This is an optimization exercise on Yosys and OpenROAD, whose aim is small area and a short achievable clock period, not a production implementation.
At most, simulation tests tie the RTL to the original design; equivalence was not proved.
The flow treats the clock pin as an ideal source. Dropping or thinning the clock tree relies on that and would not hold on a real chip.
Power is estimated from default activity; no workload was simulated.

## exp_bf16_top
module exp_bf16_top
(
    input  logic        clk,
    input  logic        rst,
    input  logic        valid_i,
    input  logic [15:0] data_i,
    output logic        valid_o,
    output logic [15:0] data_o
);
==> module exp_result_pack, before the edit <==
module exp_result_pack
(
    input  logic [7:0]  n,           
    input  logic [6:0]  bh,          
    input  logic [3:0]  dip,         
    input  logic [1:0]  inc,         
    input  logic        sgn,
    input  logic        f_nan,       
    input  logic        sat_def,     
    input  logic        sat_edge,    
    output logic [15:0] res
);
    localparam int bf16_man_w = 7;        
    localparam int bf16_bias  = 127;
    localparam logic [7:0] exp_tiny = 8'd118;    
    localparam logic [7:0] exp_huge = 8'd134;    
    localparam logic [15:0] bf16_one  = 16'h3f80;
    localparam logic [15:0] bf16_pinf = 16'h7f80;
    localparam logic [15:0] bf16_qnan = 16'h7fc0;
    localparam logic [15:0] bf16_zero = 16'h0000;
    localparam int frac_w  = 16;
    localparam int fix_w   = 8 + frac_w;      
    localparam int unit_w  = frac_w + 1;      
    localparam int shift_w = 10;              
    localparam logic [unit_w-1:0] log2e_fix = 17'h17154;     
    localparam logic [unit_w-1:0] ln2_fix   = 17'h0b172;     
    localparam logic [unit_w-1:0] one_fix   = 17'h10000;
    logic [7:0]  g;          
    logic [8:0]  e_sum;
    logic [14:0] sum;
    logic        carry;
    logic        sat;
    assign g     = {1'b0, bh} - {4'b0, dip} + {7'b0, inc[1]} + {7'b0, inc[0]};
    assign carry = g[7];
    assign e_sum = {n, 1'b1} + {8'(bf16_bias), carry};
    assign sum   = {e_sum[8:1], g[6:0]};
    assign sat   = sat_def || (sat_edge && (carry ^ sgn));
    always_comb
    begin
        if (f_nan)
            res = bf16_qnan;
        else if (sat)
            res = sgn ? bf16_zero : bf16_pinf;
        else
            res = {1'b0, sum};
    end
endmodule
==> module exp_bf16_top, before the edit <==
module exp_bf16_top
(
    input  logic        clk,
    input  logic        rst,
    input  logic        valid_i,
    input  logic [15:0] data_i,
    output logic        valid_o,
    output logic [15:0] data_o
);
    localparam int bf16_man_w = 7;        
    localparam int bf16_bias  = 127;
    localparam logic [7:0] exp_tiny = 8'd118;    
    localparam logic [7:0] exp_huge = 8'd134;    
    localparam logic [15:0] bf16_one  = 16'h3f80;
    localparam logic [15:0] bf16_pinf = 16'h7f80;
    localparam logic [15:0] bf16_qnan = 16'h7fc0;
    localparam logic [15:0] bf16_zero = 16'h0000;
    localparam int frac_w  = 16;
    localparam int fix_w   = 8 + frac_w;      
    localparam int unit_w  = frac_w + 1;      
    localparam int shift_w = 10;              
    localparam logic [unit_w-1:0] log2e_fix = 17'h17154;     
    localparam logic [unit_w-1:0] ln2_fix   = 17'h0b172;     
    localparam logic [unit_w-1:0] one_fix   = 17'h10000;
    logic [4:0] v;       
    always_ff @(posedge clk)
    begin
        if (rst)
            v <= '0;
        else
            v <= {v[3:0], valid_i};
    end
    assign valid_o = v[4];
    logic [15:0] d1;
    always_ff @(posedge clk)
        d1 <= data_i;
    logic        sgn;
    logic [7:0]  exp_b;
    logic [6:0]  man;
    logic [22:0] pp_c;
    assign sgn   = d1[15];
    assign exp_b = d1[14:7];
    assign man   = d1[6:0];
    exp_range_reduce i_reduce
    (
        .sgn (sgn),
        .man (man),
        .pp  (pp_c)
    );
    logic        s2;
    logic        nan2;
    logic        sat2;
    logic        one2;
    logic [3:0]  sh2;
    logic [22:0] pp2;
    always_ff @(posedge clk)
    begin
        s2   <= sgn;
        nan2 <= exp_b == 8'hff && man != '0;
        sat2 <= exp_b >= exp_huge;
        one2 <= exp_b < exp_tiny;
        sh2  <= exp_b[3:0] - 4'd6;       
        pp2  <= pp_c;
    end
    logic [22:0] px_c;       
    logic [37:0] q_c;
    logic [21:0] t_c;        
    assign px_c = pp2 ^ {23{s2}};
    assign q_c  = {{15{s2}}, px_c} << sh2;
    assign t_c  = q_c[37:16];
    logic        s3;
    logic        nan3;
    logic        one3;
    logic [6:0]  f3_hi;      
    logic [6:0]  f3_lo;      
    logic [7:0]  n3;         
    always_ff @(posedge clk)
    begin
        s3    <= s2 && !one2;
        nan3  <= nan2;
        one3  <= one2;
        f3_hi <= t_c[13:7];
        f3_lo <= one2 ? 7'd0 : t_c[6:0];
        n3    <= one2 ? 8'd0 : sat2 ? {8{!s2}} : t_c[21:14];
    end
    logic [6:0]  fh_c;
    logic [3:0]  dip_c;
    logic [6:0]  thr1_c;
    logic [6:0]  thr2_c;
    assign fh_c = f3_hi & ~{7{one3}};
    exp_horner_stage i_tab
    (
        .f_hi (fh_c),
        .dip  (dip_c),
        .thr1 (thr1_c),
        .thr2 (thr2_c)
    );
    logic        s4;
    logic        nan4;
    logic [6:0]  bh4;
    logic [3:0]  dip4;
    logic [1:0]  inc4;
    logic [7:0]  e4;         
    logic        sat_def4;
    logic        sat_edge4;
    always_ff @(posedge clk)
    begin
        s4        <= s3;
        nan4      <= nan3;
        bh4       <= fh_c;
        dip4      <= dip_c;
        inc4      <= {f3_lo > thr2_c, f3_lo > thr1_c};
        e4        <= n3;
        sat_def4  <= s3 ? n3 <= 8'd128 : n3 >= 8'd128;
        sat_edge4 <= s3 ? n3 == 8'd129 : n3 == 8'd127;
    end
    logic [15:0] res_c;
    exp_result_pack i_pack
    (
        .n        (e4),
        .bh       (bh4),
        .dip      (dip4),
        .inc      (inc4),
        .sgn      (s4),
        .f_nan    (nan4),
        .sat_def  (sat_def4),
        .sat_edge (sat_edge4),
        .res      (res_c)
    );
    always_ff @(posedge clk)
        data_o <= res_c;
endmodule
==> flow/config.mk <==
export PLATFORM = sky130hd
export DESIGN_NAME = exp_bf16_top
export DESIGN_NICKNAME = exp_bf16_top
export VERILOG_FILES = /design/flow/design.v
export SDC_FILE = /design/flow/constraint.sdc
export NUM_CORES = 4
export LEC_CHECK = 0
export ABC_AREA = 1
export CAP_MARGIN = 20
export CORE_MARGIN = 2
export CORE_UTILIZATION = 60
export CTS_BUF_LIST = sky130_fd_sc_hd__clkbuf_8
export CTS_CLUSTER_SIZE = 30
export SLEW_MARGIN = 20
==> flow/constraint.sdc <==
create_clock -name core_clock -period 11.5 [get_ports {clk}]
set_input_delay 2.3000 -clock core_clock [delete_from_list [all_inputs] [get_ports {clk}]]
set_output_delay 2.3000 -clock core_clock [all_outputs]
set_load 0.01 [all_outputs]
standard.sh (not shown) runs the stock make flow with config.mk's settings and CLKGATE_MAP_FILE= SYNTH_SCRIPT=/design/flow/synth_recipe.tcl, a recipe that flattens the netlist after the stock synthesis.
==> flow/flow/run.sh <==
#!/bin/bash
# The standard layout, with three changes to how it is made (the clock
# period and every constraint stay the design's):
# - repair_timing aims for more setup slack than the design's period leaves;
# - the ports get plain buffers instead of delay cells;
# - the clock network is four clock buffers fed by the clock port, one per
#   quarter of the registers, instead of TritonCTS's two-level H-tree
#   (flow/clock_pre_cts.tcl).
set -euo pipefail
here=$(pwd)
bash standard.sh SETUP_SLACK_MARGIN=8.6 \
  "BUFFER_PORTS_ARGS=-buffer_cell sky130_fd_sc_hd__buf_1" \
  "PRE_CTS_TCL=$here/flow/clock_pre_cts.tcl" \
  finish > standard_flow.log 2>&1
==> flow/flow/clock_pre_cts.tcl <==
# Clock network in place of TritonCTS: the clock port drives four
# clkbuf_16, one per quarter of the registers (split at the median x, then
# at the median y of each half), each placed at the centre of its
# registers. Every register is one buffer away from the port, so the
# clock arrives at them all alike. Sourced by ORFS's cts.tcl as
# PRE_CTS_TCL; clock_tree_synthesis is then skipped, and the rest of
# cts.tcl (legalisation, repair_timing) runs as usual.
set block [ord::get_db_block]
set db [ord::get_db]
set clknet [$block findNet clk]
set master [$db findMaster sky130_fd_sc_hd__clkbuf_16]
set sinks {}
foreach it [$clknet getITerms] {
  set b [[$it getInst] getBBox]
  lappend sinks [list $it [expr {([$b xMin] + [$b xMax]) / 2}] [expr {([$b yMin] + [$b yMax]) / 2}]]
}
proc halves {items idx} {
  set s [lsort -integer -index $idx $items]
  set h [expr {[llength $s] / 2}]
  return [list [lrange $s 0 [expr {$h - 1}]] [lrange $s $h end]]
}
set groups {}
foreach half [halves $sinks 1] {
  foreach q [halves $half 2] { lappend groups $q }
}
set k 0
foreach g $groups {
  set sx 0; set sy 0
  foreach s $g { set sx [expr {$sx + [lindex $s 1]}]; set sy [expr {$sy + [lindex $s 2]}] }
  set n [llength $g]
  set inst [odb::dbInst_create $block $master clkbuf_q$k]
  $inst setLocation [expr {$sx / $n}] [expr {$sy / $n}]
  $inst setPlacementStatus PLACED
  set net [odb::dbNet_create $block clknet_q$k]
  $net setSigType CLOCK
  [$inst findITerm A] connect $clknet
  [$inst findITerm X] connect $net
  foreach s $g { set it [lindex $s 0]; $it disconnect; $it connect $net }
  puts "clock buffer clkbuf_q$k: $n registers"
  incr k
}
proc clock_tree_synthesis {args} {
  puts "clock_tree_synthesis skipped: the clock network was built by clock_pre_cts.tcl"
}
The first run went through all stages and came out clean.
Change:
--- a/flow/design.v
+++ b/flow/design.v
@@ -207,9 +207,9 @@
 `default_nettype wire
 `default_nettype none
 module exp_result_pack
 (
-    input  logic [7:0]  n,           
+    input  logic [7:0]  e_pre,       
     input  logic [6:0]  bh,          
     input  logic [3:0]  dip,         
     input  logic [1:0]  inc,         
     input  logic        sgn,
@@ -233,16 +233,14 @@
     localparam logic [unit_w-1:0] log2e_fix = 17'h17154;     
     localparam logic [unit_w-1:0] ln2_fix   = 17'h0b172;     
     localparam logic [unit_w-1:0] one_fix   = 17'h10000;
     logic [7:0]  g;          
-    logic [8:0]  e_sum;
     logic [14:0] sum;
     logic        carry;
     logic        sat;
     assign g     = {1'b0, bh} - {4'b0, dip} + {7'b0, inc[1]} + {7'b0, inc[0]};
     assign carry = g[7];
-    assign e_sum = {n, 1'b1} + {8'(bf16_bias), carry};
-    assign sum   = {e_sum[8:1], g[6:0]};
+    assign sum   = {e_pre + {7'b0, carry}, g[6:0]};
     assign sat   = sat_def || (sat_edge && (carry ^ sgn));
     always_comb
     begin
         if (f_nan)
@@ -278,17 +276,17 @@
     localparam int shift_w = 10;              
     localparam logic [unit_w-1:0] log2e_fix = 17'h17154;     
     localparam logic [unit_w-1:0] ln2_fix   = 17'h0b172;     
     localparam logic [unit_w-1:0] one_fix   = 17'h10000;
-    logic [4:0] v;       
+    logic [5:0] v;       
     always_ff @(posedge clk)
     begin
         if (rst)
             v <= '0;
         else
-            v <= {v[3:0], valid_i};
+            v <= {v[4:0], valid_i};
     end
-    assign valid_o = v[4];
+    assign valid_o = v[5];
     logic [15:0] d1;
     always_ff @(posedge clk)
         d1 <= data_i;
     logic        sgn;
@@ -356,9 +354,9 @@
     logic        nan4;
     logic [6:0]  bh4;
     logic [3:0]  dip4;
     logic [1:0]  inc4;
-    logic [7:0]  e4;         
+    logic [7:0]  e4;
     logic        sat_def4;
     logic        sat_edge4;
     always_ff @(posedge clk)
     begin
@@ -366,16 +364,16 @@
         nan4      <= nan3;
         bh4       <= fh_c;
         dip4      <= dip_c;
         inc4      <= {f3_lo > thr2_c, f3_lo > thr1_c};
-        e4        <= n3;
+        e4        <= n3 + 8'(bf16_bias);
         sat_def4  <= s3 ? n3 <= 8'd128 : n3 >= 8'd128;
         sat_edge4 <= s3 ? n3 == 8'd129 : n3 == 8'd127;
     end
     logic [15:0] res_c;
     exp_result_pack i_pack
     (
-        .n        (e4),
+        .e_pre    (e4),
         .bh       (bh4),
         .dip      (dip4),
         .inc      (inc4),
         .sgn      (s4),
@@ -383,8 +381,12 @@
         .sat_def  (sat_def4),
         .sat_edge (sat_edge4),
         .res      (res_c)
     );
+    logic [15:0] res5;
     always_ff @(posedge clk)
-        data_o <= res_c;
+    begin
+        res5   <= res_c;
+        data_o <= res5;
+    end
 endmodule
 `default_nettype wire
=> Total power is higher by 10%; first-iteration DRC count stays flat; register-to-register slack is better by 0.05 ns; routed wire length is higher by 6.3%; global-route usage is higher by 0.30 points; worst hold slack is worse by 0.011 ns; cell area is higher by 4.8%; via count is higher by about 1.2%; worst setup slack is worse by 0.023 ns; cell count is higher by 1.1%.
Only the layout flow was run in the first run of this note; the RTL was not checked for function there. In every run of this note, the design's own scripts or RTL, not TritonCTS, make the clock network.

re-timing with driven ports:
Ports are ideal in the flow. The routed layouts listed here were re-timed in OpenROAD.
Step 1 sets driving cells, clkbuf_16 on the clock port and buf_2 on the other inputs (assumed; they add their load-dependent delay and slew).
Step 2 times the ports against the registers' clock, not the clock port: input delays grow and output delays shrink by t, the midpoint of the rising clock arrivals with the driver on.
Three values: ideal ports, drivers, drivers and shift; two values: the first two.
run | shift t [ns] | slack for setup (ns) | slew at the worst register clock pin (ns) | worst data-port slew with drivers (ns) | cell pins on the clock port's net
the first run | 0.245 | 8.588 / 8.506 / 8.648 | 0.11 / 0.11 | 0.03 | 4
the second run | 0.262 | 8.565 / 8.478 / 8.696 | 0.12 / 0.12 | 0.04 | 4
After both steps every run listed still meets setup and hold.
